Context: an optimization exercise on an open-source flow, tuned for small area. The choices shown serve that exercise and are no tape-out recipe.
RTL that was checked went through simulation tests only; none was proved equivalent to the original.
Function not checked in runs 7 and 8: the RTL went through the layout flow alone.
The flow treats the clock pin as an ideal source, which a real chip does not have.
Power and IR drop assume default switching activity.

<file path="flow/config.mk">
export PLATFORM = sky130hd
export DESIGN_NAME = ram_burst_ctrl
export DESIGN_NICKNAME = ram_burst_ctrl
export VERILOG_FILES = /design/flow/design.v
export SDC_FILE = /design/flow/constraint.sdc
export NUM_CORES = 4
export LEC_CHECK = 0
export CAP_MARGIN = 10
export CORE_AREA = 4 4 216 216
export DIE_AREA = 0 0 220 220
export SLEW_MARGIN = 10
</file>
<file path="flow/constraint.sdc">
create_clock -name core_clock -period 7.0 [get_ports {clk}]
set_input_delay 1.4000 -clock core_clock [delete_from_list [all_inputs] [get_ports {clk}]]
set_output_delay 1.4000 -clock core_clock [all_outputs]
set_load 0.01 [all_outputs]
</file>
<file path="flow/design.v">
module ram_burst_ctrl #(
  parameter int DATA_W = 32,
  parameter int ADDR_W = 9,
  parameter int BURST  = 16
) (
  input  logic                       clk,
  input  logic                       rst,
  input  logic                       cmd_valid,
  output logic                       cmd_ready,
  input  logic                       cmd_we,
  input  logic [ADDR_W-1:0]          cmd_addr,
  input  logic [5:0]                 cmd_len,
  input  logic                       wr_valid,
  output logic                       wr_ready,
  input  logic [DATA_W-1:0]          wr_data,
  output logic                       rd_valid,
  input  logic                       rd_ready,
  output logic [DATA_W-1:0]          rd_data,
  output logic                       rd_last,
  output logic                       busy,
  output logic                       done,
  output logic                       err,
  output logic                       ram_we,
  output logic [ADDR_W-1:0]          ram_addr,
  output logic [$clog2(BURST)-1:0]   ram_cnt,
  output logic [DATA_W*BURST-1:0]    ram_wdata,
  input  logic [DATA_W*BURST-1:0]    ram_rdata
);
  localparam logic [2:0] S_IDLE   = 3'd0;
  localparam logic [2:0] S_WFILL  = 3'd1;
  localparam logic [2:0] S_WBURST = 3'd2;
  localparam logic [2:0] S_RISSUE = 3'd3;
  localparam logic [2:0] S_RWAIT  = 3'd4;
  localparam logic [2:0] S_RDRAIN = 3'd5;
  logic [2:0]        r_state;
  logic [ADDR_W:0]   r_addr;    
  logic [5:0]        r_left;    
  logic [3:0]        r_idx;     
  logic              r_ended;   
  logic              r_err;
  logic [DATA_W-1:0] r_wbuf [BURST-1];
  logic [DATA_W-1:0] r_wlast;
  function automatic logic [4:0] f_inc4(input logic [3:0] x, input logic ci);
    logic c;
    c = ci;
    for (int i = 0; i < 4; i++) begin
      f_inc4[i] = x[i] ^ c;
      c = c & x[i];
    end
    f_inc4[4] = c;
  endfunction
  function automatic logic [5:0] f_inc6(input logic [5:0] x, input logic ci);
    logic c;
    c = ci;
    for (int i = 0; i < 6; i++) begin
      f_inc6[i] = x[i] ^ c;
      c = c & x[i];
    end
  endfunction
  function automatic logic [5:0] f_dec6(input logic [5:0] x, input logic bi);
    logic b;
    b = bi;
    for (int i = 0; i < 6; i++) begin
      f_dec6[i] = x[i] ^ b;
      b = b & ~x[i];
    end
  endfunction
  logic w_idle, w_fill, w_drain, w_wburst, w_accept;
  logic w_wr_hs, w_rd_hs, w_hs, w_last, w_wdone, w_idx15, w_chunk_end;
  logic w_cmd_oor, w_cnt_clamp;
  logic [4:0]      w_lo_inc;
  logic [ADDR_W:0] w_addr_inc;
  logic [3:0]      w_cnt;
  assign w_idle      = (r_state == S_IDLE);
  assign w_fill      = (r_state == S_WFILL);
  assign w_drain     = (r_state == S_RDRAIN);
  assign w_wburst    = (r_state == S_WBURST);
  assign w_accept    = w_idle && cmd_valid;
  assign w_wr_hs     = w_fill && wr_valid;
  assign w_rd_hs     = w_drain && rd_ready;
  assign w_hs        = w_wr_hs || w_rd_hs;
  assign w_last      = (r_left == '0);
  assign w_wdone     = r_left[5] && r_left[4];
  assign w_idx15     = (r_idx == 4'd15);
  assign w_chunk_end = w_idx15 || w_last;
  assign w_lo_inc   = f_inc4(r_addr[3:0], w_rd_hs);
  assign w_addr_inc = {f_inc6(r_addr[ADDR_W:4], w_lo_inc[4] | r_ended), w_lo_inc[3:0]};
  always_comb begin
    logic c;
    c = 1'b0;
    for (int i = 0; i < 6; i++) c = (cmd_addr[i] & cmd_len[i]) | (c & cmd_addr[i]) | (c & cmd_len[i]);
    w_cmd_oor = c & (&cmd_addr[8:6]);
  end
  always_ff @(posedge clk) begin
    if (rst) begin
      r_state <= S_IDLE;
      r_ended <= 1'b0;
      r_err   <= 1'b0;
    end else begin
      r_ended <= w_wburst || (w_rd_hs && w_last);
      case (r_state)
        S_IDLE: begin
          if (cmd_valid) begin
            r_err   <= w_cmd_oor;
            r_state <= cmd_we ? S_WFILL : S_RISSUE;
          end
        end
        S_WFILL:  if (wr_valid && w_chunk_end) r_state <= S_WBURST;
        S_WBURST: begin
          r_state <= w_wdone ? S_IDLE : S_WFILL;
        end
        S_RISSUE: r_state <= S_RWAIT;
        S_RWAIT:  r_state <= S_RDRAIN;
        S_RDRAIN: begin
          if (rd_ready) begin
            if (w_last) begin
              r_state <= S_IDLE;
            end else if (w_idx15) begin
              r_state <= S_RISSUE;
            end
          end
        end
        default: r_state <= S_IDLE;
      endcase
    end
  end
  always_ff @(posedge clk) begin
    r_addr <= w_accept ? {1'b0, cmd_addr} : w_addr_inc;
    r_left <= w_accept ? cmd_len : f_dec6(r_left, w_hs);
    r_idx  <= w_accept ? 4'd0 : f_inc4(r_idx, w_hs);
  end
  generate
    for (genvar gi = 0; gi < BURST - 1; gi++) begin : g_word
      always_ff @(posedge clk)
        if (w_wr_hs && (r_idx == gi)) r_wbuf[gi] <= wr_data;
      assign ram_wdata[gi*DATA_W +: DATA_W] = r_wbuf[gi];
    end
  endgenerate
  always_ff @(posedge clk) r_wlast <= wr_data;
  assign ram_wdata[(BURST-1)*DATA_W +: DATA_W] = r_wlast;
  assign w_cnt = {r_idx[3] ^ ~(r_idx[2] | r_idx[1] | r_idx[0]), r_idx[2] ^ ~(r_idx[1] | r_idx[0]),
                  ~(r_idx[1] ^ r_idx[0]), ~r_idx[0]};
  always_comb begin
    logic c;
    c = 1'b0;
    for (int i = 0; i < 4; i++) c = (r_addr[i] & w_cnt[i]) | (c & (r_addr[i] | w_cnt[i]));
    w_cnt_clamp = c & (&r_addr[ADDR_W-1:4]);
  end
  assign cmd_ready = w_idle;
  assign busy      = !w_idle;
  assign wr_ready  = w_fill;
  assign rd_valid  = w_drain;
  assign rd_data   = r_addr[ADDR_W] ? '0 : ram_rdata[DATA_W-1:0];
  assign rd_last   = w_last;
  assign done      = w_idle && r_ended;
  assign err       = r_err;
  assign ram_we    = w_wburst && !r_addr[ADDR_W];
  assign ram_addr  = w_addr_inc[ADDR_W-1:0];
  assign ram_cnt   = w_cnt_clamp ? ~r_addr[3:0] : w_cnt;
endmodule
</file>
<file path="flow/flow/run.sh">
#!/bin/bash
# Standard layout, with the port buffers made from the smallest buffer cell and a leaner clock tree.
set -e
export BUFFER_PORTS_ARGS="-buffer_cell sky130_fd_sc_hd__buf_1"
export PLACE_PINS_ARGS="-min_distance 1 -min_distance_in_tracks"
export REMOVE_ABC_BUFFERS=1
export CTS_ARGS="-sink_clustering_enable -repair_clock_nets -dont_use_dummy_load -buf_list sky130_fd_sc_hd__clkbuf_16 -sink_clustering_size 30 -sink_clustering_max_diameter 110"
bash standard.sh > standard.log 2>&1
</file>
<file path="flow/standard.sh">
#!/bin/bash
# synth_recipe.tcl (not shown) runs the flow's synth.tcl, then flattens the netlist and writes it again
# the make line also repeats each setting of config.mk as NAME=value (left out here)
make -C /OpenROAD-flow-scripts/flow DESIGN_CONFIG=/design/flow/config.mk WORK_HOME=/design/flow/orfs CLKGATE_MAP_FILE= SYNTH_SCRIPT=/design/flow/synth_recipe.tcl "${@:-finish}"
</file>
==> reports/qor.csv, run 1 <==
stage,metric,value,unit
yosys,synth_seq_cells,537,
setup_path,path_class,input pin to output port,
setup_path,cp_num_cells,13,
timing,worstMarginPinSlew,1.18,ns
power,p_per_area,265,nW/um^2
yosys,ys_seq_area_share,92.0,%
setup_path,r2r-start,r_state[1]$_SDFFE_PP0P_,
setup_path,path_max_fanout,5,
route,wl,54600,um
clock_network,cts_hold_buf,0,
clock_network,root_buffer,clkbuf_16,
place,dp_slack,1.65,ns
clock_network,cts_num_sinks,537,
floorplanning,core-area,44300,sq um
timing,slew_headroom,21.5,%
clock_network,insertion_delay,0.58,ns
floorplanning,die_w,220,um
global_route,grt_pass1_vias,9381,
finish,fillCellCount,3810,
yosys,yosysTopAreaCell,edfxtp_1,
place,hpwl,37800,um
power,finalPower,5.50,mW
worst_hold_path,min_to,r_err$_SDFFE_PP0P_,
setup_path,cp.required,5.60,ns
yosys,async_flop_share,0,%
route,wl_per_cell,27.3,um
timing,setup_viol_count_final,0,
yosys,syn_area,16900,sq um
yosys,yosys.area.top_type_share,85.3,%
global_route,grt_start_max_net_pins,35,
timing,timing.final.hold_violations,0,
timing,hold_ws,0.520,ns
yosys,synth_edf_count,480,
timing,fmax,187,MHz
route,drc,0,
setup_path,crit_buf_inv,2,
yosys,ys_types,42,
timing,layout_min_cycle_time,5.34,ns
yosys,ys_warn_count,2,
power,power_leakage,6.52,nW
power,max-vdd-ir-drop,0.000170,V
finish,syn2layout_area_growth,22.8,%
clock_network,cts-buffers-inserted,22,
setup_path,r2r-end,r_addr[8]$_DFF_P_,
route,dr.pass1.iters,5,
yosys,syn_inst,732,
setup_path,crit_start,rd_ready,
global_route,grt_pass1_wl,71300,um
setup_path,reg2regPathDepth,14,
setup_path,critPathArrivalTime,3.94,ns
finish,drive_gt1_share,5.07,%
clock_network,cts_setup_buffers,0,
global_route,overflow,0,
setup_path,path_cells,"buf_1, and2_1, ha_1, ha_1, ha_1, ha_1, or2_2, ha_1, ha_1, ha_1, ha_1, ha_1, buf_1",
worst_hold_path,hold_start,r_err$_SDFFE_PP0P_,
setup_path,crit_path_frequent_cell,ha_1,
place,place_congestion,0.911,
yosys,synthFlopType,edfxtp_1,
clock_network,cts_htree_levels,1,
floorplanning,io_pins,1130,
timing,grt_setup_unrepaired,false,
global_route,grt_antenna_before_repair,6,
timing,layout_setup_ws,1.66,ns
floorplanning,initial_utilization,38.1,%
setup_path,critPathCaptureType,output port,
timing,fin_skew,0.0817,ns
route,via_per_inst,4.95,
floorplanning,core.rowCount,77,
floorplanning,dieArea,48400,sq um
global_route,track_usage,20.9,%
worst_hold_path,hold_class,flip-flop to flip-flop,
setup_path,critPathLaunchType,input pin,
clock_network,clockBufferDepth,3,
clock_network,path_clk_slew,0.09,ns
setup_path,slowest_delay,0.29,ns
yosys,syn-mean-instance-area,23.1,sq um
timing,fin_crit_sh,76.3,%
place,port_buffers,649,
finish,final_common_cell,buf_1,
setup_path,rrSetupSlack,3.62,ns
worst_hold_path,holdPathStages,2,
status,status,no timing/DRC/antenna violations,
timing,tns,0,ns
setup_path,crit_family,adder cells,
finish,most-common-layout-cells,"649 x buf_1, 480 x edfxtp_1, 57 x dfxtp_1",
finish,fin_nets,1989,
clock_network,cts_tree,built,
route,num_vias,9885,
floorplanning,dieHeight,220,um
route,first_iter_violations,1072,
route,ant_nets,0,
setup_path,slowest_stage,ha_1,
clock_network,cts_resized,0,
yosys,synth_area_leaders,"edfxtp_1 85%, dfxtp_1 6.7%, ha_1 1.6%",
flow_run,maxCapViolCount,0,
timing,final_max_slew_viol_count,0,
-- worst max path at each step --
stage,end
final,ram_addr[8]
after CTS,ram_addr[8]
after floorplan,ram_addr[8]
after global routing,ram_addr[8]
after detailed placement,ram_addr[8]
after global placement,ram_addr[8]
-- cell type report --
type | instances | area [sq um] | share of cell area, %
flip-flops and latches | 537 | 15600 | 74.9
repair buffers | 665 | 2560 | 12.3
multi-input cells | 164 | 1290 | 6.24
well taps | 592 | 741 | 3.57
clock buffers | 22 | 551 | 2.65
inverters | 13 | 48.8 | 0.235
diodes | 5 | 12.5 | 0.0603
-- where the power goes --
part | switching, mW | leakage [nW] | internal, mW | total (mW)
sequential | 0.0526 | 4.80 | 3.57 | 3.63
clock | 0.885 | 0.271 | 0.568 | 1.45
combinational | 0.287 | 1.46 | 0.136 | 0.423
-- synthesized netlist by cell type, drive strengths merged, types with 5 or more instances --
| master | instances |
|---|---|
| edfxtp | 480 |
| dfxtp | 57 |
| nor2b | 33 |
| nor2 | 23 |
| ha | 21 |
| a21oi | 15 |
| inv | 13 |
| buf | 12 |
| mux2 | 9 |
| nand2 | 8 |
| nor3 | 7 |
| and2 | 6 |
| clkbuf | 6 |
| o21ai | 5 |
-- routing by layer --
layer  up-vias  global-route usage (%)  wire length (um)
met4         0                    13.5              4260
li1       4110                       -                 -
met1      4781                    25.9             19800
met5         -                       0                 0
met2       813                    29.8             22400
met3       181                    9.27              8160
-- tightest hold or removal path, cell delays in order (launching register included) --
cell and delay, ns:
dfxtp_1 0.33, nand3b_1 0.09, o31ai_1 0.06
-- cell families (layout without fill, tap and decap cells) --
group	after synthesis	in the layout	synth area share [%]
XOR/XNOR	5	5	0.259
buffers and inverters	31	700	0.940
AO/OA/AOI/OAI	34	34	1.35
AND/OR/NAND/NOR	91	91	3.06
multiplexers	12	12	0.777
adder cells (fa/ha/maj)	22	22	1.61
other	0	5	0
flip-flops	537	537	92.0
-- sequential cells by signal, indices dropped and copies added (netlist names) --
name / cells
r_addr: 10
r_ended: 1
r_err: 1
r_idx: 4
r_left: 6
r_state: 3
r_wbuf: 480
r_wlast: 32
-- through the flow --
step | area [sq um] | std cells | util [%]
finish | 20800 | 1998 | 46.8
CTS | 20700 | 1993 | 46.8
global placement | 20200 | 1971 | 45.6
detailed placement | 20200 | 1971 | 45.6
global route | 20800 | 1998 | 46.8
floorplan | 16800 | 714 | -
==> run 2: changes to the inputs <==
--- a/flow/config.mk
+++ b/flow/config.mk
@@ -6,6 +6,6 @@
 export NUM_CORES = 4
 export LEC_CHECK = 0
 export CAP_MARGIN = 10
-export CORE_AREA = 4 4 216 216
-export DIE_AREA = 0 0 220 220
+export CORE_AREA = 4 4 196 196
+export DIE_AREA = 0 0 200 200
 export SLEW_MARGIN = 10
==> reports/qor.csv, run 2 <==
stage,metric,value,unit,change
route,wl_per_cell,32.0,um,+17%
finish,drive_gt1_share,5.14,%,+0.068 points
route,drc,0,,unchanged
yosys,async_flop_share,0,%,unchanged
timing,fin_crit_sh,77.8,%,+1.5 points
yosys,ys_warn_count,2,,unchanged
yosys,syn_inst,732,,unchanged
power,power_leakage,6.52,nW,about the same
clock_network,cts_resized,0,,unchanged
setup_path,path_max_fanout,5,,unchanged
route,wl,59800,um,+9.5%
flow_run,maxCapViolCount,0,,unchanged
finish,fin_area,20600,sq um,-0.83%
yosys,synth_edf_count,480,,unchanged
worst_hold_path,hold_class,flip-flop to flip-flop,,
finish,largest_reg_flops,480,,unchanged
place,place_area,20100,sq um,-0.69%
floorplanning,core-area,36500,sq um,-18%
clock_network,clockBufferDepth,3,,unchanged
global_route,grt_antenna_before_repair,9,,+3
place,hpwl,45100,um,+20%
clock_network,cts_setup_buffers,0,,unchanged
finish,regMostFlops,r_wbuf,,
setup_path,critPathArrivalTime,4.05,ns,+0.11 ns
yosys,ys_seq_area_share,92.0,%,unchanged
global_route,overflow,0,,unchanged
timing,hold_ws,0.525,ns,+0.00496 ns
timing,tns,0,ns,unchanged
route,num_vias,10234,,+3.5%
timing,setup_viol_count_final,0,,unchanged
place,place_congestion,1.03,,+14%
yosys,syn_area,16900,sq um,unchanged
global_route,grt_pass1_wl,78300,um,+9.8%
floorplanning,core.rowCount,70,,-9.1%
timing,final_max_slew_viol_count,0,,unchanged
timing,fmax,184,MHz,-1.9%
power,max-vdd-ir-drop,0.000224,V,+32%
clock_network,root_buffer,clkbuf_16,,
yosys,synth_commonest_cells,"480 x edfxtp_1, 57 x dfxtp_1, 33 x nor2b_1",,
route,first_iter_violations,977,,-8.9%
yosys,yosysTopAreaCell,edfxtp_1,,
setup_path,path_class,input pin to output port,,
timing,timing.final.hold_violations,0,,unchanged
clock_network,cts-buffers-inserted,21,,-4.5%
route,via_per_inst,5.47,,+10%
timing,slew_headroom,26.8,%,+5.3 points
setup_path,cp.required,5.60,ns,about the same
yosys,synth_seq_cells,537,,unchanged
place,post-place-cells,1849,,-6.2%
floorplanning,dieHeight,200,um,-9.1%
global_route,grt_pass1_vias,9647,,+2.8%
clock_network,cts_num_sinks,537,,unchanged
route,dr.pass1.iters,4,,-1
floorplanning,dieArea,40000,sq um,-17%
place,dp_slack,1.54,ns,-0.104 ns
place,port_buffers,649,,unchanged
power,p_per_area,267,nW/um^2,+0.65%
floorplanning,io_pins,1130,,unchanged
yosys,yosys.area.top_type_share,85.3,%,unchanged
yosys,synthFlopType,edfxtp_1,,
finish,stdcell_count,1872,,-6.3%
yosys,synth.most_common_cell,edfxtp_1,,
floorplanning,die_w,200,um,-9.1%
finish,most-common-layout-cells,"649 x buf_1, 480 x edfxtp_1, 57 x dfxtp_1",,
timing,fin_skew,0.0389,ns,-0.0427 ns
yosys,syn-mean-instance-area,23.1,sq um,unchanged
finish,syn2layout_area_growth,21.8,%,
yosys,synth_area_leaders,"edfxtp_1 85%, dfxtp_1 6.7%, ha_1 1.6%",,
global_route,grt_start_max_net_pins,31,,-11%
clock_network,cts_tree,built,,
floorplanning,initial_utilization,46.3,%,+8.1 points
clock_network,cts_htree_levels,1,,unchanged
power,finalPower,5.49,mW,-0.19%
finish,reg_top3,"r_wbuf x480, r_wlast x32, r_addr x10",,
finish,final_common_cell,buf_1,,
timing,grt_setup_unrepaired,false,,
clock_network,path_clk_slew,0.12,ns,+0.03 ns
timing,layout_min_cycle_time,5.45,ns,+0.106 ns
setup_path,critPathLaunchType,input pin,,
finish,fin_nets,1990,,+0.050%
yosys,ys_types,42,,unchanged
route,ant_nets,0,,unchanged
timing,worstMarginPinSlew,1.09,ns,-0.0837 ns
finish,fillCellCount,2930,,-23%
setup_path,critPathCaptureType,output port,,
global_route,track_usage,28.1,%,+7.2 points
finish,utilization,56.4,%,+9.5 points
status,status,no timing/DRC/antenna violations,,
timing,layout_setup_ws,1.55,ns,-0.106 ns
clock_network,insertion_delay,0.56,ns,-0.02 ns
clock_network,cts_hold_buf,0,,unchanged
==> run 2: final cells by class <==
class | count | area [sq um] | share of cell area (%)
sequential | 537 | 15600 | 75.6
timing repair buffer | 667 | 2570 | 12.5
multi-input combinational | 164 | 1290 | 6.29
tap | 468 | 586 | 2.84
clock buffer | 21 | 526 | 2.55
inverter | 13 | 48.8 | 0.237
antenna | 2 | 5.00 | 0.0243
==> run 2: worst max-delay path, cell delays in order <==
cell and delay [ns]:
buf_1 0.13, and2_1 0.20, ha_1 0.19, ha_1 0.18
ha_1 0.18, ha_1 0.20, or2_2 0.28, ha_1 0.18
ha_1 0.18, ha_1 0.18, ha_1 0.18, ha_1 0.30
buf_1 0.25
==> run 2: final timing paths <==
path	cells after the start	slack, ns	from	to
hold reg to reg	2	0.52	r_err$_SDFFE_PP0P_	r_err$_SDFFE_PP0P_
setup / recovery	13	1.55	rd_ready	ram_addr[8]
hold / removal	2	0.52	r_err$_SDFFE_PP0P_	r_err$_SDFFE_PP0P_
setup reg to reg	14	3.56	r_state[1]$_SDFFE_PP0P_	r_addr[8]$_DFF_P_
==> run 2: cells by family after synthesis <==
family | after synthesis | synth area share, %
DFF | 537 | 92.0
and+or+nand+nor | 91 | 3.06
AOI/OAI and AO/OA | 34 | 1.35
buffers and inverters | 31 | 0.940
adders and majority gates | 22 | 1.61
muxes | 12 | 0.777
xor gates and xnor gates | 5 | 0.259
==> run 2: routing by layer <==
metal,global-route usage (%),up-vias,part of all wire (%)
met5,0.358,-,0.17
met4,9.61,12,4.7
met3,15.9,159,18
met2,40.1,898,41
met1,36.5,5058,36
li1,-,4107,-
==> run 2: power breakdown <==
part / total [mW] / switching (mW) / internal [mW]
registers: 3.63 / 0.0520 / 3.57
clock network: 1.41 / 0.869 / 0.544
logic: 0.454 / 0.318 / 0.136
total: 5.49 / 1.24 / 4.25
==> run 3: changes to the inputs <==
--- a/flow/config.mk
+++ b/flow/config.mk
@@ -6,6 +6,6 @@
 export NUM_CORES = 4
 export LEC_CHECK = 0
 export CAP_MARGIN = 10
-export CORE_AREA = 4 4 196 196
-export DIE_AREA = 0 0 200 200
+export CORE_AREA = 4 4 168 168
+export DIE_AREA = 0 0 172 172
 export SLEW_MARGIN = 10
==> reports/qor.csv, run 3 <==
stage,metric,value,unit,change
global_route,overflow,12,,
yosys,synth_area_leaders,"edfxtp_1 85%, dfxtp_1 6.7%, ha_1 1.6%",,
global_route,grt_pass1_vias,11225,,
clock_network,root_buffer,clkbuf_16,,
yosys,synth-xor-area-share,0.259,%,unchanged
yosys,async_flop_share,0,%,unchanged
clock_network,cts_hold_buf,0,,unchanged
yosys,synthAdderAreaFrac,1.61,%,unchanged
floorplanning,initial_utilization,64.3,%,+18 points
floorplanning,die_w,172,um,-14%
global_route,grt_pass1_wl,95800,um,
clock_network,cts_resized,0,,unchanged
yosys,ys_warn_count,2,,unchanged
clock_network,cts_htree_levels,1,,unchanged
clock_network,cts_setup_buffers,0,,unchanged
status,stop_error,[ERROR GRT-0116] Global routing finished with congestion. Check the congestion regions in the DRC Viewer.,,
global_route,grt_start_max_net_pins,35,,
clock_network,clockBufferDepth,3,,unchanged
yosys,synthMuxAreaShare,0.777,%,unchanged
global_route,track_usage,49.3,%,
yosys,syn_area,16900,sq um,unchanged
yosys,ys_seq_area_share,92.0,%,unchanged
floorplanning,dieHeight,172,um,-14%
place,hpwl,47400,um,+5.0%
floorplanning,io_pins,1130,,unchanged
yosys,synth_edf_count,480,,unchanged
place,port_buffers,649,,unchanged
yosys,syn-mean-instance-area,23.1,sq um,unchanged
yosys,synth_compound_area_share,1.35,%,unchanged
place,place_congestion,0.998,,-3.5%
yosys,synth_top_family_by_area,simple AND/OR/NAND/NOR gates,,
yosys,synth_simple_gate_area_share,3.06,%,unchanged
status,lastStage,global routing,,
yosys,synth_seq_cells,537,,unchanged
yosys,yosysTopAreaCell,edfxtp_1,,
yosys,synth.most_common_cell,edfxtp_1,,
yosys,synth_commonest_cells,"480 x edfxtp_1, 57 x dfxtp_1, 33 x nor2b_1",,
yosys,yosys.area.top_type_share,85.3,%,unchanged
yosys,synthFlopType,edfxtp_1,,
status,status,stopped before the end,,
clock_network,cts_num_sinks,537,,unchanged
clock_network,cts-buffers-inserted,21,,unchanged
floorplanning,core.rowCount,59,,-16%
yosys,syn_inst,732,,unchanged
yosys,ys_types,42,,unchanged
run 3: routing by layer:
metal  global-route usage, %  GRT overflow
met2                    68.1             9
met5                    6.19             0
met1                    54.5             0
met4                    31.2             2
met3                    34.8             1
run 3: worst max path at each step:
stage / start / to / cells past startpoint
CTS: rd_ready / ram_addr[8] / 13
detailed placement: rd_ready / ram_addr[8] / 13
global placement: rd_ready / ram_addr[8] / 13
floorplan: rd_ready / ram_addr[8] / 11
run 3: logic make-up after synthesis:
group | count (synthesis)
flip-flops | 537
AND/OR/NAND/NOR | 91
AO/OA/AOI/OAI | 34
buffers and inverters | 31
adder cells (fa/ha/maj) | 22
multiplexers | 12
XOR/XNOR | 5
run 3: power groups by stage:
stage | logic, mW | clock network (mW) | registers (mW)
4_1_cts | 0.444 | 1.41 | 3.63
3_5_place_dp | 0.441 | 0 | 3.70
3_3_place_gp | 0.435 | 0 | 3.70
2_1_floorplan | 0.197 | 0 | 3.71
run 3: through the flow:
step           hold WS [ns]  worst slack (ns)  cells  cell area, sq um  total power, mW
4_1_cts               0.513              1.68   1734             20400             5.48
3_5_place_dp          0.494              1.70   1713             19900             4.14
3_3_place_gp          0.478              1.75   1713             19900             4.13
2_1_floorplan         0.505              2.13    714             16800             3.91
==> run 4: changes to the inputs <==
--- a/flow/config.mk
+++ b/flow/config.mk
@@ -6,6 +6,6 @@
 export NUM_CORES = 4
 export LEC_CHECK = 0
 export CAP_MARGIN = 10
-export CORE_AREA = 4 4 168 168
-export DIE_AREA = 0 0 172 172
+export CORE_AREA = 4 4 181 181
+export DIE_AREA = 0 0 185 185
 export SLEW_MARGIN = 10
==> reports/qor.csv, run 4 <==
stage,metric,value,unit,change
clock_network,insertion_delay,0.56,ns,
clock_network,cts_num_sinks,537,,unchanged
yosys,ys_seq_area_share,92.0,%,unchanged
setup_path,crit_buf_inv,2,,
route,num_vias,10261,,
finish,syn2layout_area_growth,21.1,%,
clock_network,cts_tree,built,,
yosys,synth_seq_cells,537,,unchanged
yosys,synth_commonest_cells,"480 x edfxtp_1, 57 x dfxtp_1, 33 x nor2b_1",,
setup_path,crit_path_frequent_cell,ha_1,,
flow_run,maxCapViolCount,0,,
clock_network,cts-buffers-inserted,21,,unchanged
timing,timing.final.hold_violations,0,,
finish,reg_top3,"r_wbuf x480, r_wlast x32, r_addr x10",,
route,ant_nets,0,,
route,first_iter_violations,1071,,
clock_network,cts_resized,0,,unchanged
timing,slew_headroom,32.9,%,
finish,utilization,66.6,%,
finish,largest_reg_flops,480,,
global_route,overflow,0,,
status,status,no timing/DRC/antenna violations,,
clock_network,clockBufferDepth,3,,unchanged
power,p_sw,1.24,mW,
yosys,synth_edf_count,480,,unchanged
finish,final_common_cell,buf_1,,
clock_network,path_clk_slew,0.10,ns,
route,wl,61100,um,
yosys,synth.most_common_cell,edfxtp_1,,
timing,final_max_slew_viol_count,0,,
yosys,ys_types,42,,unchanged
clock_network,cts_hold_buf,0,,unchanged
setup_path,cp.required,5.60,ns,
worst_hold_path,hold_class,flip-flop to flip-flop,,
yosys,yosysTopAreaCell,edfxtp_1,,
yosys,syn_inst,732,,unchanged
place,place_congestion,0.994,,-0.41%
timing,fin_crit_sh,75.0,%,
route,wl_per_cell,33.9,um,
power,p_per_area,268,nW/um^2,
floorplanning,dieArea,34200,sq um,
timing,fin_skew,0.0318,ns,
power,combPwrFrac,8.2,%,
yosys,synth_area_leaders,"edfxtp_1 85%, dfxtp_1 6.7%, ha_1 1.6%",,
floorplanning,io_pins,1130,,unchanged
place,port_buffers,649,,unchanged
yosys,synthFlopType,edfxtp_1,,
finish,most-common-layout-cells,"649 x buf_1, 480 x edfxtp_1, 56 x dfxtp_1",,
setup_path,crit_family,adder cells,,
route,via_per_inst,5.70,,
timing,grt_setup_unrepaired,false,,
setup_path,path_max_fanout,5,,
setup_path,critPathArrivalTime,3.85,ns,
power,power_leakage,6.51,nW,
timing,setup_viol_count_final,0,,
yosys,yosys.area.top_type_share,85.3,%,unchanged
global_route,track_usage,34.8,%,
yosys,ys_warn_count,2,,unchanged
clock_network,cts_setup_buffers,0,,unchanged
yosys,syn_area,16900,sq um,unchanged
floorplanning,initial_utilization,55.0,%,-9.4 points
finish,fin_nets,1987,,
timing,layout_min_cycle_time,5.25,ns,
yosys,syn-mean-instance-area,23.1,sq um,unchanged
power,max-vdd-ir-drop,0.000191,V,
clock_network,root_buffer,clkbuf_16,,
route,drc,0,,
setup_path,path_cells,"buf_1, and2_1, ha_1, ha_1, ha_1, ha_1, or2_2, ha_1, ha_1, ha_1, ha_1, ha_1, buf_1",,
timing,fmax,190,MHz,
power,switching_share,22.5,%,
floorplanning,die_w,185,um,+7.6%
setup_path,slowest_stage,ha_1,,
finish,drive_gt1_share,5.00,%,
timing,worstMarginPinSlew,1.01,ns,
route,dr.pass1.iters,5,,
setup_path,critPathLaunchType,input pin,,
power,power_frac_clock,25.7,%,
floorplanning,core-area,30700,sq um,
power,power.internal,4.25,mW,
place,hpwl,44500,um,-6.1%
global_route,grt_start_max_net_pins,35,,
global_route,grt_pass1_vias,9879,,
timing,tns,0,ns,
setup_path,slowest_delay,0.29,ns,
finish,regMostFlops,r_wbuf,,
power,finalPower,5.49,mW,
setup_path,path_class,input pin to output port,,
floorplanning,dieHeight,185,um,+7.6%
global_route,grt_antenna_before_repair,4,,
floorplanning,core.rowCount,64,,+8.5%
setup_path,critPathCaptureType,output port,,
yosys,async_flop_share,0,%,unchanged
global_route,grt_pass1_wl,80900,um,
power,seqPwrFrac,66.1,%,
clock_network,cts_htree_levels,1,,unchanged
[run 4: cell counts after synthesis]
Identical to the previous run, type by type.
[run 4: final cells by class]
| class | count | area (sq um) |
|---|---|---|
| flip-flops and latches | 537 | 15600 |
| fillers | 2220 | 10300 |
| repair buffers | 664 | 2550 |
| multi-input cells | 164 | 1290 |
| clock buffers | 21 | 526 |
| well taps | 396 | 495 |
| inverters | 13 | 48.8 |
| diodes | 4 | 10.0 |
[run 4: cells by family after synthesis]
| family | synth area share, % |
|---|---|
| buffers and inverters | 0.940 |
| DFF | 92.0 |
| xor gates and xnor gates | 0.259 |
| muxes | 0.777 |
| adders and majority gates | 1.61 |
| and+or+nand+nor | 3.06 |
| AOI/OAI and AO/OA | 1.35 |
[run 4: per-layer routing]
metal	vias up	GRT usage [%]	routed length, um
met1	5114	41.0	20100
met4	0	25.6	6110
li1	4110	-	-
met2	836	48.3	25500
met3	201	18.7	9370
met5	-	0	0
[run 4: metrics by stage]
stage	instance area (sq um)	hold slack, ns	setup WS (ns)	instances
after global placement	19900	0.472	1.75	1774
after global routing	20500	0.533	1.64	1798
after floorplan	16800	0.505	2.13	714
after CTS	20500	0.501	1.74	1795
final	20500	0.498	1.75	1799
after detailed placement	19900	0.486	1.74	1774
[run 4: worst paths after layout]
check | to | from | cells past startpoint | slack [ns]
worst max-delay path | ram_addr[8] | rd_ready | 13 | 1.75
worst min-delay path | r_err$_SDFFE_PP0P_ | r_err$_SDFFE_PP0P_ | 2 | 0.50
worst max register to register | r_addr[8]$_DFF_P_ | r_state[1]$_SDFFE_PP0P_ | 14 | 3.63
worst min register to register | r_err$_SDFFE_PP0P_ | r_err$_SDFFE_PP0P_ | 2 | 0.50
[run 4: power by group through the flow]
stage / Combinational (mW) / Sequential [mW] / Clock [mW]
after CTS: 0.442 / 3.63 / 1.42
final: 0.450 / 3.63 / 1.41
after detailed placement: 0.439 / 3.70 / 0
after global placement: 0.437 / 3.70 / 0
after global routing: 0.481 / 3.64 / 1.55
after floorplan: 0.197 / 3.71 / 0
[run 4: worst reg2reg max path, cell delays in order, from the launching register on]
cell and delay (ns):
dfxtp_1 0.47, inv_1 0.14, and3_1 0.23, and2_1 0.20, ha_1 0.19, ha_1 0.18
ha_1 0.18, ha_1 0.16, or2_2 0.27, ha_1 0.18, ha_1 0.18, ha_1 0.18
ha_1 0.18, ha_1 0.29, mux2_2 0.26
==> run 5: changes to the inputs <==
--- a/flow/flow/run.sh
+++ b/flow/flow/run.sh
@@ -4,5 +4,6 @@
 export BUFFER_PORTS_ARGS="-buffer_cell sky130_fd_sc_hd__buf_1"
 export PLACE_PINS_ARGS="-min_distance 1 -min_distance_in_tracks"
 export REMOVE_ABC_BUFFERS=1
+export POST_CTS_TCL="$(pwd)/flow/recover.tcl"
 export CTS_ARGS="-sink_clustering_enable -repair_clock_nets -dont_use_dummy_load -buf_list sky130_fd_sc_hd__clkbuf_16 -sink_clustering_size 30 -sink_clustering_max_diameter 110"
 bash standard.sh > standard.log 2>&1
==> flow/flow/recover.tcl (new file) <==
# After clock tree synthesis: downsize gates that have timing slack to spare; the global
# route step's repair_design then fixes any slew or capacitance limit this breaks.
log_cmd estimate_parasitics -placement
log_cmd repair_timing -recover_power 100 -verbose
log_cmd detailed_placement
--- a/flow/config.mk
+++ b/flow/config.mk
@@ -6,6 +6,6 @@
 export NUM_CORES = 4
 export LEC_CHECK = 0
 export CAP_MARGIN = 10
-export CORE_AREA = 4 4 181 181
-export DIE_AREA = 0 0 185 185
+export CORE_AREA = 4 4 216 216
+export DIE_AREA = 0 0 220 220
 export SLEW_MARGIN = 10
==> reports/qor.csv, run 5 <==
stage,metric,value,unit,change
place,hpwl,37800,um,-15%
floorplanning,core.rowCount,77,,+20%
timing,fin_skew,0.0842,ns,+0.0524 ns
route,wl_per_cell,27.2,um,-20%
yosys,ys_warn_count,2,,unchanged
yosys,syn_inst,732,,unchanged
floorplanning,core-area,44300,sq um,+44%
yosys,synthAdderAreaFrac,1.61,%,unchanged
setup_path,path_max_fanout,5,,unchanged
yosys,synth-xor-area-share,0.259,%,unchanged
finish,utilization,47.2,%,-19 points
route,ant_nets,0,,unchanged
finish,multiInputGateArea,1190,sq um,-8.4%
finish,syn2layout_area_growth,23.7,%,
yosys,yosys.area.top_type_share,85.3,%,unchanged
worst_hold_path,holdPathStages,2,,unchanged
clock_network,insertion_delay,0.58,ns,+0.02 ns
finish,register_area,15600,sq um,about the same
timing,final_max_slew_viol_count,0,,unchanged
finish,fillCellCount,3804,,+71%
setup_path,reg2regPathDepth,14,,unchanged
timing,worstMarginPinSlew,1.17,ns,+0.165 ns
global_route,grt_pass1_vias,9398,,-4.9%
global_route,overflow,0,,unchanged
setup_path,critPathLaunchType,input pin,,
global_route,grt_pass1_wl,71300,um,-12%
worst_hold_path,hold_start,r_err$_SDFFE_PP0P_,,
route,drc,0,,unchanged
timing,hold_ws,0.520,ns,+0.0221 ns
finish,final_common_cell,buf_1,,
yosys,synth_area_leaders,"edfxtp_1 85%, dfxtp_1 6.7%, ha_1 1.6%",,
finish,regMostFlops,r_wbuf,,
yosys,syn-mean-instance-area,23.1,sq um,unchanged
yosys,ys_seq_area_share,92.0,%,unchanged
floorplanning,dieArea,48400,sq um,+41%
timing,layout_setup_ws,1.64,ns,-0.105 ns
yosys,synth_commonest_cells,"480 x edfxtp_1, 57 x dfxtp_1, 33 x nor2b_1",,
setup_path,cp.required,5.60,ns,about the same
timing,grt_setup_unrepaired,false,,
clock_network,cts_tree,built,,
finish,drive_gt1_share,4.94,%,-0.060 points
floorplanning,initial_utilization,38.1,%,-17 points
power,p_per_area,263,nW/um^2,-1.9%
route,wl,54700,um,-10%
yosys,synth.most_common_cell,edfxtp_1,,
timing,timing.final.hold_violations,0,,unchanged
floorplanning,die_w,220,um,+19%
setup_path,path_class,input pin to output port,,
place,port_buffers,649,,unchanged
setup_path,critPathCaptureType,output port,,
worst_hold_path,min_to,r_err$_SDFFE_PP0P_,,
global_route,grt_antenna_before_repair,6,,+2
floorplanning,dieHeight,220,um,+19%
timing,setup_viol_count_final,0,,unchanged
yosys,synth_top_family_by_area,simple AND/OR/NAND/NOR gates,,
yosys,yosysTopAreaCell,edfxtp_1,,
status,status,no timing/DRC/antenna violations,,
yosys,synth_edf_count,480,,unchanged
timing,fmax,187,MHz,-2.0%
setup_path,critPathArrivalTime,3.96,ns,+0.11 ns
yosys,synth_compound_area_share,1.35,%,unchanged
clock_network,path_clk_slew,0.09,ns,about the same
finish,reg_top3,"r_wbuf x480, r_wlast x32, r_addr x10",,
route,first_iter_violations,1040,,-2.9%
worst_hold_path,hold_class,flip-flop to flip-flop,,
yosys,syn_area,16900,sq um,unchanged
yosys,synth_seq_cells,537,,unchanged
yosys,synthMuxAreaShare,0.777,%,unchanged
global_route,track_usage,20.9,%,-14 points
clock_network,cts_num_sinks,537,,unchanged
setup_path,r2r-start,r_state[1]$_SDFFE_PP0P_,,
finish,fin_nets,2004,,+0.86%
timing,layout_min_cycle_time,5.36,ns,+0.105 ns
route,via_per_inst,4.94,,-13%
finish,largest_reg_flops,480,,unchanged
flow_run,maxCapViolCount,0,,unchanged
yosys,async_flop_share,0,%,unchanged
place,dp_slack,1.65,ns,-0.0938 ns
global_route,grt_start_max_net_pins,35,,unchanged
timing,tns,0,ns,unchanged
route,num_vias,9936,,-3.2%
power,power_leakage,6.61,nW,+1.6%
place,place_congestion,0.911,,-8.4%
timing,slew_headroom,21.8,%,-11 points
yosys,synthFlopType,edfxtp_1,,
yosys,ys_types,42,,unchanged
finish,most-common-layout-cells,"614 x buf_1, 480 x edfxtp_1, 57 x dfxtp_1",,
route,dr.pass1.iters,4,,-1
setup_path,rrSetupSlack,3.68,ns,+0.05 ns
timing,fin_crit_sh,76.5,%,+1.5 points
power,max-vdd-ir-drop,0.000169,V,-12%
floorplanning,io_pins,1130,,unchanged
yosys,synth_simple_gate_area_share,3.06,%,unchanged
setup_path,r2r-end,r_addr[8]$_DFF_P_,,
## run 5: cell count changes in the layout (fill, tap and decap cells not counted), moves of 4 or more
cell,previous run,this run
clkbuf_1,0,36
buf_1,649,614
buf_4,15,1
clkbuf_2,0,14
buf_12,0,11
nor2_1,12,21
nor2_4,11,2
nor3_1,1,5
## run 5: final cells by class
class / instances / area share [%]
Antenna cell: 5 / 0.0598
Clock buffer: 22 / 2.63
Inverter: 13 / 0.233
Multi-Input combinational cell: 164 / 5.67
Sequential cell: 537 / 74.4
Tap cell: 592 / 3.54
Timing Repair Buffer: 680 / 13.5
## run 5: cell families (layout without fill, tap and decap cells)
group                      count (synthesis)  count (layout)
buffers and inverters                     31             715
and+or+nand+nor                           91              91
adders and majority gates                 22              22
muxes                                     12              12
DFF                                      537             537
other                                      0               5
AOI/OAI and AO/OA                         34              34
xor gates and xnor gates                   5               5
## run 5: how the worst max path moves through the flow
stage	endpoint	from	slack, ns	depth (start not counted)
global route	ram_addr[8]	rd_ready	1.51	13
finish	ram_addr[8]	rd_ready	1.64	13
detailed placement	ram_addr[8]	rd_ready	1.65	13
global placement	ram_addr[8]	rd_ready	1.68	13
floorplan	ram_addr[8]	rd_ready	2.13	11
## run 5: metrics by stage
stage / total power [mW] / instance area, sq um / cells
after floorplan: 3.91 / 16800 / 714
after global placement: 4.11 / 20200 / 1971
after detailed placement: 4.12 / 20200 / 1971
after global routing: 5.71 / 20900 / 2013
final: 5.50 / 20900 / 2013
## run 5: critical path, stage by stage
cell	delay [ns]
buf_1	0.13
and2_0	0.19
ha_1	0.20
ha_1	0.18
ha_1	0.18
ha_1	0.18
or2_2	0.28
ha_1	0.18
ha_1	0.19
ha_1	0.18
ha_1	0.18
ha_1	0.29
buf_1	0.20
## run 5: power by group
part	internal (mW)	switching, mW
clock	0.568	0.891
sequential	3.57	0.0483
combinational	0.139	0.284
total	4.28	1.22
## run 5: layer usage
metal / wire [um] / track usage (%) / up-vias
met5: 0 / 0 / -
met4: 4140 / 13.5 / 0
met3: 8400 / 9.25 / 170
met2: 22600 / 29.8 / 823
met1: 19500 / 25.9 / 4805
li1: - / - / 4138
==> run 6: changes to the inputs <==
--- a/flow/flow/run.sh
+++ b/flow/flow/run.sh
@@ -4,6 +4,7 @@
 export BUFFER_PORTS_ARGS="-buffer_cell sky130_fd_sc_hd__buf_1"
 export PLACE_PINS_ARGS="-min_distance 1 -min_distance_in_tracks"
 export REMOVE_ABC_BUFFERS=1
-export POST_CTS_TCL="$(pwd)/flow/recover.tcl"
+export RECOVER_POWER=100
+export POST_GLOBAL_ROUTE_TCL="$(pwd)/flow/repair.tcl"
 export CTS_ARGS="-sink_clustering_enable -repair_clock_nets -dont_use_dummy_load -buf_list sky130_fd_sc_hd__clkbuf_16 -sink_clustering_size 30 -sink_clustering_max_diameter 110"
 bash standard.sh > standard.log 2>&1
==> flow/flow/repair.tcl (new file) <==
# After the global route step's power recovery (which downsizes gates with slack to
# spare): repair the slew and capacitance limits that downsizing broke, then legalize and
# reroute the changed nets and rewrite the route guides for detailed routing.
log_cmd global_route -start_incremental
repair_design_helper
log_cmd detailed_placement
log_cmd global_route -end_incremental
log_cmd estimate_parasitics -global_routing
write_guides $::env(RESULTS_DIR)/route.guide
removed: flow/flow/recover.tcl
==> reports/qor.csv, run 6 <==
stage,metric,value,unit,change
status,status,no timing/DRC/antenna violations,,
yosys,yosysTopAreaCell,edfxtp_1,,
finish,stdcell_count,2013,,unchanged
place,place_congestion,0.911,,unchanged
clock_network,insertion_delay,0.58,ns,about the same
timing,setup_viol_count_final,0,,unchanged
route,ant_nets,0,,unchanged
place,post-place-cells,1971,,unchanged
floorplanning,dieArea,48400,sq um,unchanged
floorplanning,core-area,44300,sq um,unchanged
clock_network,cts_resized,0,,
timing,timing.final.hold_violations,0,,unchanged
timing,fin_crit_sh,76.4,%,-0.13 points
flow_run,maxCapViolCount,0,,unchanged
finish,utilization,47.2,%,unchanged
yosys,syn_area,16900,sq um,unchanged
global_route,track_usage,20.9,%,about the same
yosys,async_flop_share,0,%,unchanged
timing,tns,0,ns,unchanged
power,power_leakage,6.61,nW,about the same
clock_network,cts_num_sinks,537,,unchanged
timing,fin_skew,0.0798,ns,-0.00442 ns
floorplanning,io_pins,1130,,unchanged
finish,fin_nets,2004,,unchanged
floorplanning,dieHeight,220,um,unchanged
global_route,grt_start_max_net_pins,35,,unchanged
floorplanning,core.rowCount,77,,unchanged
yosys,synth_commonest_cells,"480 x edfxtp_1, 57 x dfxtp_1, 33 x nor2b_1",,
route,dr.pass1.iters,5,,+1
clock_network,cts_htree_levels,1,,
timing,slew_headroom,19.7,%,-2.0 points
yosys,synth_seq_cells,537,,unchanged
global_route,grt_antenna_before_repair,6,,unchanged
route,drc,0,,unchanged
clock_network,cts_setup_buffers,0,,
finish,syn2layout_area_growth,23.7,%,unchanged
route,wl,54700,um,+0.12%
yosys,synth.most_common_cell,edfxtp_1,,
global_route,grt_pass1_wl,71300,um,-0.11%
worst_hold_path,hold_class,flip-flop to flip-flop,,
place,port_buffers,649,,unchanged
power,finalPower,5.50,mW,-0.11%
clock_network,cts-buffers-inserted,22,,
clock_network,cts_tree,built,,
timing,layout_min_cycle_time,5.35,ns,-0.00912 ns
route,wl_per_cell,27.2,um,+0.12%
floorplanning,initial_utilization,38.1,%,unchanged
route,via_per_inst,4.96,,+0.56%
global_route,grt_pass1_vias,9381,,-0.18%
setup_path,path_max_fanout,5,,unchanged
route,num_vias,9992,,+0.56%
finish,final_common_cell,buf_1,,
setup_path,critPathLaunchType,input pin,,
floorplanning,die_w,220,um,unchanged
yosys,syn_inst,732,,unchanged
yosys,yosys.area.top_type_share,85.3,%,unchanged
place,place_area,20200,sq um,unchanged
yosys,syn-mean-instance-area,23.1,sq um,unchanged
finish,reg_top3,"r_wbuf x480, r_wlast x32, r_addr x10",,
place,hpwl,37800,um,unchanged
timing,fmax,187,MHz,+0.17%
setup_path,critPathCaptureType,output port,,
finish,drive_gt1_share,4.94,%,unchanged
clock_network,clockBufferDepth,3,,
clock_network,path_clk_slew,0.08,ns,about the same
setup_path,cp.required,5.60,ns,about the same
finish,largest_reg_flops,480,,unchanged
clock_network,root_buffer,clkbuf_16,,
power,max-vdd-ir-drop,0.000167,V,-1.3%
yosys,synth_edf_count,480,,unchanged
yosys,ys_seq_area_share,92.0,%,unchanged
finish,fin_area,20900,sq um,unchanged
global_route,overflow,0,,unchanged
finish,most-common-layout-cells,"602 x buf_1, 480 x edfxtp_1, 57 x dfxtp_1",,
setup_path,critPathArrivalTime,3.95,ns,about the same
route,first_iter_violations,932,,-10%
setup_path,path_class,input pin to output port,,
yosys,ys_warn_count,2,,unchanged
clock_network,cts_hold_buf,0,,
finish,regMostFlops,r_wbuf,,
timing,worstMarginPinSlew,1.20,ns,+0.0305 ns
yosys,synthFlopType,edfxtp_1,,
timing,final_max_slew_viol_count,0,,unchanged
yosys,ys_types,42,,unchanged
yosys,synth_area_leaders,"edfxtp_1 85%, dfxtp_1 6.7%, ha_1 1.6%",,
power,p_per_area,263,nW/um^2,-0.11%
[run 6: metrics by stage]
| stage | setup slack, ns | hold WS (ns) |
|---|---|---|
| floorplan | 2.13 | 0.505 |
| finish | 1.65 | 0.521 |
| detailed placement | 1.65 | 0.501 |
| CTS | 1.64 | 0.515 |
| global placement | 1.68 | 0.474 |
[run 6: worst max-delay path: stages]
cell and delay [ns]:
buf_1 0.13, and2_0 0.19, ha_1 0.20, ha_1 0.18, ha_1 0.18, ha_1 0.19, or2_2 0.28, ha_1 0.18
ha_1 0.18, ha_1 0.18, ha_1 0.18, ha_1 0.29, buf_1 0.19
[run 6: layout make-up]
cell class | instances | area [sq um]
Clock buffer | 22 | 551
Sequential cell | 537 | 15600
Inverter | 13 | 48.8
Fill cell | 3804 | 23400
Tap cell | 592 | 741
Multi-Input combinational cell | 164 | 1190
Timing Repair Buffer | 680 | 2830
Antenna cell | 5 | 12.5
[run 6: final timing paths]
check / from / endpoint / slack [ns] / cells past startpoint
max reg2reg: r_state[1]$_SDFFE_PP0P_ / r_addr[8]$_DFF_P_ / 3.69 / 14
max: rd_ready / ram_addr[8] / 1.65 / 13
min reg2reg: r_err$_SDFFE_PP0P_ / r_err$_SDFFE_PP0P_ / 0.52 / 2
min: r_err$_SDFFE_PP0P_ / r_err$_SDFFE_PP0P_ / 0.52 / 2
[run 6: logic make-up after synthesis]
family | Yosys count | synth area share (%)
muxes | 12 | 0.777
DFF | 537 | 92.0
buffers and inverters | 31 | 0.940
and+or+nand+nor | 91 | 3.06
xor gates and xnor gates | 5 | 0.259
AOI/OAI and AO/OA | 34 | 1.35
adders and majority gates | 22 | 1.61
[run 6: layer usage]
layer | vias to the layer above | GRT usage, % | wire length (um)
met4 | 0 | 13.5 | 4320
met3 | 196 | 9.27 | 8260
met5 | - | 0 | 0
li1 | 4140 | - | -
met1 | 4839 | 25.9 | 19700
met2 | 817 | 29.8 | 22500
[run 6: where the power goes]
part / leakage (nW) / switching, mW / total (mW) / internal [mW]
Combinational: 1.54 / 0.284 / 0.423 / 0.139
Clock: 0.271 / 0.884 / 1.45 / 0.568
Sequential: 4.80 / 0.0488 / 3.62 / 3.57
==> run 7: changes to the inputs <==
--- a/flow/design.v
+++ b/flow/design.v
@@ -27,10 +27,10 @@
   input  logic [DATA_W*BURST-1:0]    ram_rdata
 );
   localparam logic [2:0] S_IDLE   = 3'd0;
-  localparam logic [2:0] S_WFILL  = 3'd1;
-  localparam logic [2:0] S_WBURST = 3'd2;
-  localparam logic [2:0] S_RISSUE = 3'd3;
-  localparam logic [2:0] S_RWAIT  = 3'd4;
+  localparam logic [2:0] S_WFILL  = 3'd2;
+  localparam logic [2:0] S_WBURST = 3'd6;
+  localparam logic [2:0] S_RISSUE = 3'd1;
+  localparam logic [2:0] S_RWAIT  = 3'd3;
   localparam logic [2:0] S_RDRAIN = 3'd5;
   logic [2:0]        r_state;
   logic [ADDR_W:0]   r_addr;    
==> flow/flow/run.sh (replaced) <==
#!/bin/bash
# Standard layout, with the port buffers made from the smallest buffer cell and a leaner clock tree.
set -e
export BUFFER_PORTS_ARGS="-buffer_cell sky130_fd_sc_hd__buf_1"
export PLACE_PINS_ARGS="-min_distance 1 -min_distance_in_tracks"
export REMOVE_ABC_BUFFERS=1
export CTS_ARGS="-sink_clustering_enable -repair_clock_nets -dont_use_dummy_load -buf_list sky130_fd_sc_hd__clkbuf_16 -sink_clustering_size 30 -sink_clustering_max_diameter 110"
bash standard.sh > standard.log 2>&1
--- a/flow/config.mk
+++ b/flow/config.mk
@@ -6,6 +6,6 @@
 export NUM_CORES = 4
 export LEC_CHECK = 0
 export CAP_MARGIN = 10
-export CORE_AREA = 4 4 216 216
-export DIE_AREA = 0 0 220 220
+export CORE_AREA = 4 4 181 181
+export DIE_AREA = 0 0 185 185
 export SLEW_MARGIN = 10
removed: flow/flow/repair.tcl
==> reports/qor.csv, run 7 <==
stage,metric,value,unit,change
finish,fin_nets,1985,,-0.95%
floorplanning,dieArea,34200,sq um,-29%
route,dr.pass1.iters,5,,unchanged
route,wl,62000,um,+13%
timing,slew_headroom,32.7,%,+13 points
yosys,synthMuxAreaShare,0.779,%,+0.0022 points
yosys,synth_seq_cells,537,,unchanged
timing,final_max_slew_viol_count,0,,unchanged
worst_hold_path,holdPathStages,2,,unchanged
setup_path,crit_family,adder cells,,
status,status,no timing/DRC/antenna violations,,
timing,layout_min_cycle_time,5.27,ns,-0.0757 ns
finish,utilization,66.5,%,+19 points
clock_network,cts_hold_buf,0,,unchanged
setup_path,reg2regPathDepth,13,,-1
setup_path,cp.required,5.60,ns,about the same
floorplanning,dieHeight,185,um,-16%
yosys,synth_top_family_by_area,simple AND/OR/NAND/NOR gates,,
place,place_congestion,0.961,,+5.5%
timing,worstMarginPinSlew,1.00,ns,-0.199 ns
setup_path,critPathArrivalTime,3.87,ns,-0.08 ns
setup_path,critPathLaunchType,input pin,,
timing,timing.final.hold_violations,0,,unchanged
route,via_per_inst,5.75,,+16%
yosys,synth_edf_count,480,,unchanged
timing,grt_setup_unrepaired,false,,
route,wl_per_cell,34.6,um,+27%
clock_network,cts_resized,0,,unchanged
power,power_leakage,6.48,nW,-1.9%
clock_network,clockBufferDepth,3,,unchanged
clock_network,path_clk_slew,0.10,ns,+0.02 ns
floorplanning,core.rowCount,64,,-17%
floorplanning,initial_utilization,54.8,%,+17 points
setup_path,critPathCaptureType,output port,,
global_route,grt_pass1_vias,9883,,+5.4%
floorplanning,core-area,30700,sq um,-31%
global_route,track_usage,35.4,%,+15 points
yosys,async_flop_share,0,%,unchanged
setup_path,path_cells,"buf_1, and2_1, ha_1, ha_1, ha_1, ha_1, or2_2, ha_1, ha_1, ha_1, ha_1, ha_1, buf_1",,
yosys,synth_simple_gate_area_share,3.19,%,+0.14 points
timing,fin_skew,0.0183,ns,-0.0615 ns
clock_network,insertion_delay,0.55,ns,-0.03 ns
yosys,yosysTopAreaCell,edfxtp_1,,
floorplanning,io_pins,1130,,unchanged
setup_path,crit_path_frequent_cell,ha_1,,
setup_path,path_class,input pin to output port,,
power,max-vdd-ir-drop,0.000195,V,+17%
finish,stdcell_count,1795,,-11%
clock_network,cts_setup_buffers,0,,unchanged
clock_network,cts_num_sinks,537,,unchanged
route,num_vias,10313,,+3.2%
finish,most-common-layout-cells,"649 x buf_1, 480 x edfxtp_1, 56 x dfxtp_1",,
yosys,synth.most_common_cell,edfxtp_1,,
yosys,yosys.area.top_type_share,85.5,%,+0.25 points
timing,fin_crit_sh,75.3,%,-1.1 points
place,port_buffers,649,,unchanged
clock_network,root_buffer,clkbuf_16,,
clock_network,cts_tree,built,,
setup_path,slowest_delay,0.29,ns,about the same
clock_network,cts-buffers-inserted,21,,-4.5%
setup_path,crit_buf_inv,2,,unchanged
finish,reg_top3,"r_wbuf x480, r_wlast x32, r_addr x10",,
finish,drive_gt1_share,4.72,%,-0.22 points
place,hpwl,45300,um,+20%
timing,fmax,190,MHz,+1.4%
yosys,synth_area_leaders,"edfxtp_1 86%, dfxtp_1 6.8%, ha_1 1.6%",,
clock_network,cts_htree_levels,1,,unchanged
place,post-place-cells,1772,,-10%
global_route,overflow,0,,unchanged
route,drc,0,,unchanged
yosys,synth-xor-area-share,0.260,%,+0.00075 points
setup_path,slowest_stage,ha_1,,
yosys,syn-mean-instance-area,23.2,sq um,+0.26%
yosys,synthFlopType,edfxtp_1,,
yosys,ys_warn_count,2,,unchanged
finish,final_common_cell,buf_1,,
setup_path,path_max_fanout,3,,-2
finish,regMostFlops,r_wbuf,,
global_route,grt_start_max_net_pins,35,,unchanged
flow_run,maxCapViolCount,0,,unchanged
yosys,syn_area,16900,sq um,-0.29%
global_route,grt_pass1_wl,82100,um,+15%
finish,syn2layout_area_growth,21.2,%,
yosys,synth_compound_area_share,1.08,%,-0.26 points
yosys,ys_types,41,,-2.4%
route,ant_nets,0,,unchanged
yosys,syn_inst,728,,-0.55%
yosys,ys_seq_area_share,92.3,%,+0.27 points
timing,setup_viol_count_final,0,,unchanged
yosys,synth_commonest_cells,"480 x edfxtp_1, 57 x dfxtp_1, 33 x nor2b_1",,
floorplanning,die_w,185,um,-16%
yosys,synthAdderAreaFrac,1.62,%,+0.0047 points
power,p_per_area,261,nW/um^2,-0.85%
route,first_iter_violations,1048,,+12%
finish,largest_reg_flops,480,,unchanged
timing,tns,0,ns,unchanged
worst_hold_path,hold_class,flip-flop to flip-flop,,
setup_path,cp_num_cells,13,,unchanged
global_route,grt_antenna_before_repair,4,,-2
run 7: cell count changes in the layout (fill, tap and decap cells not counted), sizes merged, moves of 2 or more:
cell	change
a21oi	-2
clkbuf	-63
diode	-3
inv	-3
nand3	-2
o21ai	+3
nand2b	+3
buf	+46
run 7: final cells by class:
class | instances | area, sq um
antenna | 2 | 5.00
clock buffer | 21 | 526
fill | 2192 | 10300
inverter | 10 | 37.5
multi-input combinational | 165 | 1270
sequential | 537 | 15600
tap | 396 | 495
timing repair buffer | 664 | 2550
run 7: worst min-delay path: stages (launching register included):
cell	delay [ns]
dfxtp_1	0.33
nand3b_1	0.08
o31ai_1	0.06
run 7: kinds of logic (layout without fill, tap and decap cells):
kind of cell,after synthesis,count (layout)
DFF,537,537
and+or+nand+nor,95,95
AOI/OAI and AO/OA,31,31
buffers and inverters,26,695
adders and majority gates,22,22
muxes,12,12
xor gates and xnor gates,5,5
other,0,2
run 7: where the power goes:
| part | switching [mW] | total [mW] | internal (mW) |
|---|---|---|---|
| Sequential | 0.0372 | 3.58 | 3.55 |
| Clock | 0.868 | 1.41 | 0.543 |
| Combinational | 0.235 | 0.333 | 0.0979 |
run 7: path summary, 6_finish.rpt:
check | slack [ns] | to | start
hold reg to reg | 0.50 | r_err$_SDFFE_PP0P_ | r_err$_SDFFE_PP0P_
hold / removal | 0.50 | r_err$_SDFFE_PP0P_ | r_err$_SDFFE_PP0P_
setup reg to reg | 3.70 | r_addr[8]$_DFF_P_ | r_state[1]$_SDFFE_PP0P_
setup / recovery | 1.73 | ram_addr[8] | rd_ready
run 7: per-stage QoR:
| step | power (mW) | hold slack, ns | setup slack, ns | area [sq um] |
|---|---|---|---|---|
| finish | 5.33 | 0.498 | 1.73 | 20400 |
| floorplan | 3.80 | 0.487 | 2.13 | 16800 |
| global route | 5.50 | 0.535 | 1.66 | 20400 |
| detailed placement | 3.98 | 0.478 | 1.73 | 19900 |
| CTS | 5.34 | 0.496 | 1.73 | 20400 |
| global placement | 3.98 | 0.473 | 1.75 | 19900 |
run 7: metal layers:
metal | global-route usage, % | share of wire (%) | vias to the layer above
li1 | - | - | 4096
met1 | 39.2 | 31 | 5126
met2 | 51.0 | 43 | 890
met3 | 22.0 | 17 | 199
met4 | 23.4 | 9.2 | 2
met5 | 0.571 | 0.018 | -
==> run 8: changes to the inputs <==
--- a/flow/config.mk
+++ b/flow/config.mk
@@ -8,4 +8,5 @@
 export CAP_MARGIN = 10
 export CORE_AREA = 4 4 181 181
 export DIE_AREA = 0 0 185 185
+export GPL_ROUTABILITY_DRIVEN = 0
 export SLEW_MARGIN = 10
==> reports/qor.csv, run 8 <==
stage,metric,value,unit,change
setup_path,critPathCaptureType,output port,,
yosys,synth_edf_count,480,,unchanged
power,combPwrFrac,6.2,%,about the same
clock_network,clockBufferDepth,3,,unchanged
setup_path,slowest_stage,ha_1,,
timing,fin_crit_sh,74.8,%,-0.58 points
place,port_buffers,649,,unchanged
global_route,grt_pass1_vias,9877,,-0.061%
timing,slew_headroom,35.9,%,+3.2 points
worst_hold_path,hold_class,flip-flop to flip-flop,,
setup_path,crit_buf_inv,2,,unchanged
finish,regMostFlops,r_wbuf,,
clock_network,cts-buffers-inserted,21,,unchanged
yosys,synth_seq_cells,537,,unchanged
power,p_sw,1.14,mW,about the same
setup_path,path_class,input pin to output port,,
yosys,async_flop_share,0,%,unchanged
yosys,synthFlopType,edfxtp_1,,
power,power.internal,4.19,mW,about the same
setup_path,slowest_delay,0.29,ns,about the same
yosys,syn_inst,728,,unchanged
timing,fin_skew,0.0204,ns,+0.00208 ns
route,wl,61600,um,-0.74%
route,drc,0,,unchanged
timing,worstMarginPinSlew,0.956,ns,-0.0477 ns
power,p_per_area,261,nW/um^2,about the same
finish,fin_nets,1985,,unchanged
yosys,synth.most_common_cell,edfxtp_1,,
floorplanning,dieArea,34200,sq um,unchanged
floorplanning,io_pins,1130,,unchanged
setup_path,crit_path_frequent_cell,ha_1,,
route,ant_nets,0,,unchanged
setup_path,critPathArrivalTime,3.83,ns,-0.04 ns
finish,largest_reg_flops,480,,unchanged
power,power_frac_clock,26.5,%,about the same
yosys,ys_warn_count,2,,unchanged
status,status,no timing/DRC/antenna violations,,
timing,setup_viol_count_final,0,,unchanged
timing,layout_min_cycle_time,5.23,ns,-0.0404 ns
finish,register_area,15600,sq um,unchanged
setup_path,rrSetupSlack,3.77,ns,+0.07 ns
clock_network,cts_resized,0,,unchanged
timing,final_max_slew_viol_count,0,,unchanged
worst_hold_path,holdPathStages,2,,unchanged
global_route,grt_antenna_before_repair,5,,+1
setup_path,crit_family,adder cells,,
clock_network,root_buffer,clkbuf_16,,
power,max-vdd-ir-drop,0.000212,V,+8.8%
floorplanning,dieHeight,185,um,unchanged
clock_network,cts_tree,built,,
route,via_per_inst,5.73,,-0.32%
global_route,grt_start_max_net_pins,35,,unchanged
finish,fin_area,20400,sq um,unchanged
setup_path,reg2regPathDepth,13,,unchanged
floorplanning,core.rowCount,64,,unchanged
setup_path,critPathLaunchType,input pin,,
yosys,syn_area,16900,sq um,unchanged
yosys,syn-mean-instance-area,23.2,sq um,unchanged
global_route,overflow,0,,unchanged
place,place_area,19900,sq um,unchanged
finish,most-common-layout-cells,"649 x buf_1, 480 x edfxtp_1, 56 x dfxtp_1",,
clock_network,cts_setup_buffers,0,,unchanged
worst_hold_path,min_to,r_err$_SDFFE_PP0P_,,
route,dr.pass1.iters,5,,unchanged
power,switching_share,21.4,%,about the same
clock_network,insertion_delay,0.55,ns,about the same
clock_network,cts_htree_levels,1,,unchanged
power,power_leakage,6.48,nW,unchanged
yosys,synth_commonest_cells,"480 x edfxtp_1, 57 x dfxtp_1, 33 x nor2b_1",,
clock_network,cts_hold_buf,0,,unchanged
finish,fillCellCount,2220,,+1.3%
timing,fmax,191,MHz,+0.77%
timing,grt_setup_unrepaired,false,,
yosys,yosys.area.top_type_share,85.5,%,unchanged
floorplanning,core-area,30700,sq um,unchanged
clock_network,cts_num_sinks,537,,unchanged
finish,syn2layout_area_growth,21.2,%,unchanged
floorplanning,die_w,185,um,unchanged
setup_path,path_max_fanout,3,,unchanged
yosys,yosysTopAreaCell,edfxtp_1,,
yosys,ys_types,41,,unchanged
setup_path,r2r-start,r_state[1]$_SDFFE_PP0P_,,
route,num_vias,10280,,-0.32%
power,seqPwrFrac,67.2,%,about the same
timing,tns,0,ns,unchanged
setup_path,r2r-end,r_addr[8]$_DFF_P_,,
finish,multiInputGateArea,1270,sq um,unchanged
yosys,synth_area_leaders,"edfxtp_1 86%, dfxtp_1 6.8%, ha_1 1.6%",,
finish,reg_top3,"r_wbuf x480, r_wlast x32, r_addr x10",,
timing,timing.final.hold_violations,0,,unchanged
setup_path,cp.required,5.60,ns,about the same
flow_run,maxCapViolCount,0,,unchanged
route,wl_per_cell,34.3,um,-0.74%
yosys,ys_seq_area_share,92.3,%,unchanged
finish,final_common_cell,buf_1,,
place,hpwl,45200,um,-0.32%
route,first_iter_violations,1080,,+3.1%
global_route,track_usage,35.0,%,-0.42 points
floorplanning,initial_utilization,54.8,%,unchanged
worst_hold_path,hold_start,r_err$_SDFFE_PP0P_,,
global_route,grt_pass1_wl,81500,um,-0.81%
setup_path,path_cells,"buf_1, and2_1, ha_1, ha_1, ha_1, ha_1, or2_2, ha_1, ha_1, ha_1, ha_1, ha_1, buf_1",,
clock_network,path_clk_slew,0.10,ns,about the same
finish,drive_gt1_share,4.72,%,unchanged
[run 8: cell counts after synthesis]
Identical to the previous run, type by type.
[run 8: final cells by class]
type,instances,share of cell area [%]
well taps,396,2.42
inverters,10,0.184
repair buffers,664,12.5
multi-input cells,165,6.22
diodes,2,0.0245
flip-flops and latches,537,76.1
clock buffers,21,2.57
[run 8: metrics by stage]
step | std cells | power, mW | worst slack, ns | utilization (%) | hold WS (ns)
after floorplan | 712 | 3.80 | 2.13 | - | 0.487
after global placement | 1772 | 3.98 | 1.77 | 64.7 | 0.473
after detailed placement | 1772 | 3.98 | 1.77 | 64.7 | 0.477
after CTS | 1793 | 5.34 | 1.76 | 66.5 | 0.495
after global routing | 1795 | 5.50 | 1.65 | 66.5 | 0.540
final | 1795 | 5.33 | 1.77 | 66.5 | 0.501
[run 8: worst max-delay path by stage]
stage | start | to | slack [ns] | cells after the start
after floorplan | rd_ready | ram_addr[8] | 2.13 | 11
after detailed placement | rd_ready | ram_addr[8] | 1.77 | 13
after global placement | rd_ready | ram_addr[8] | 1.77 | 13
final | rd_ready | ram_addr[8] | 1.77 | 13
after global routing | rd_ready | ram_addr[8] | 1.65 | 13
after CTS | rd_ready | ram_addr[8] | 1.76 | 13
[run 8: logic make-up (layout without fill, tap and decap cells)]
family	Yosys count	in the layout	share of synthesized area, %
flip-flops	537	537	92.3
AND/OR/NAND/NOR	95	95	3.19
AO/OA/AOI/OAI	31	31	1.08
buffers and inverters	26	695	0.794
adder cells (fa/ha/maj)	22	22	1.62
multiplexers	12	12	0.779
XOR/XNOR	5	5	0.260
other	0	2	0
[run 8: routing by layer]
layer | GRT usage [%] | part of all wire (%) | wire length (um)
met5 | 2.14 | 0.24 | 148
met4 | 21.5 | 8.5 | 5240
met3 | 20.7 | 16 | 9780
met2 | 51.6 | 44 | 26900
met1 | 39.0 | 32 | 19600
[run 8: power by group through the flow]
stage	Combinational, mW	Sequential, mW	Clock (mW)
after global placement	0.324	3.65	0
final	0.333	3.58	1.41
after global routing	0.356	3.59	1.55
after CTS	0.327	3.58	1.43
after floorplan	0.138	3.66	0
after detailed placement	0.325	3.66	0
[run 8: worst register-to-register path, delay by kind of cell (launching register included)]
kind          cells  cell delay (ns)
fa+ha+maj         9             1.72
flops             1             0.45
mux               1             0.26
simple gates      3             0.70

static timing again, ports no longer ideal:
In the flow no input, the clock included, has a driving cell. The finished layouts below were timed again as built, in two steps.
Step 1 sets driving cells, clkbuf_16 on the clock port and buf_2 on the other inputs (assumed; they add their load-dependent delay and slew).
Step 2 adds t to the input delays and takes it off the output delays; t is the mean of the earliest and latest rising clock arrival at the registers after step 1. Input paths then give back, and output paths get back, about the clock's delay inside the block.
Slacks: ideal ports / drivers / drivers and shift; pairs: ideal ports / drivers.
| run | t, ns | setup WS [ns] | cell pins on the clock port's net |
|---|---|---|---|
| run 1 | 0.591 | 1.660 / 1.623 / 1.623 | 1 |
| run 2 | 0.593 | 1.555 / 1.498 / 1.498 | 1 |
| run 4 | 0.591 | 1.747 / 1.677 / 1.677 | 1 |
| run 5 | 0.592 | 1.642 / 1.605 / 1.605 | 1 |
| run 6 | 0.590 | 1.651 / 1.613 / 1.613 | 1 |
| run 7 | 0.591 | 1.727 / 1.660 / 1.660 | 1 |
| run 8 | 0.591 | 1.767 / 1.694 / 1.694 | 1 |
After both steps every run listed still meets setup and hold. For run 8, which loses most, drivers alone change the setup slack by -0.073 ns; drivers and shift together by -0.073 ns.
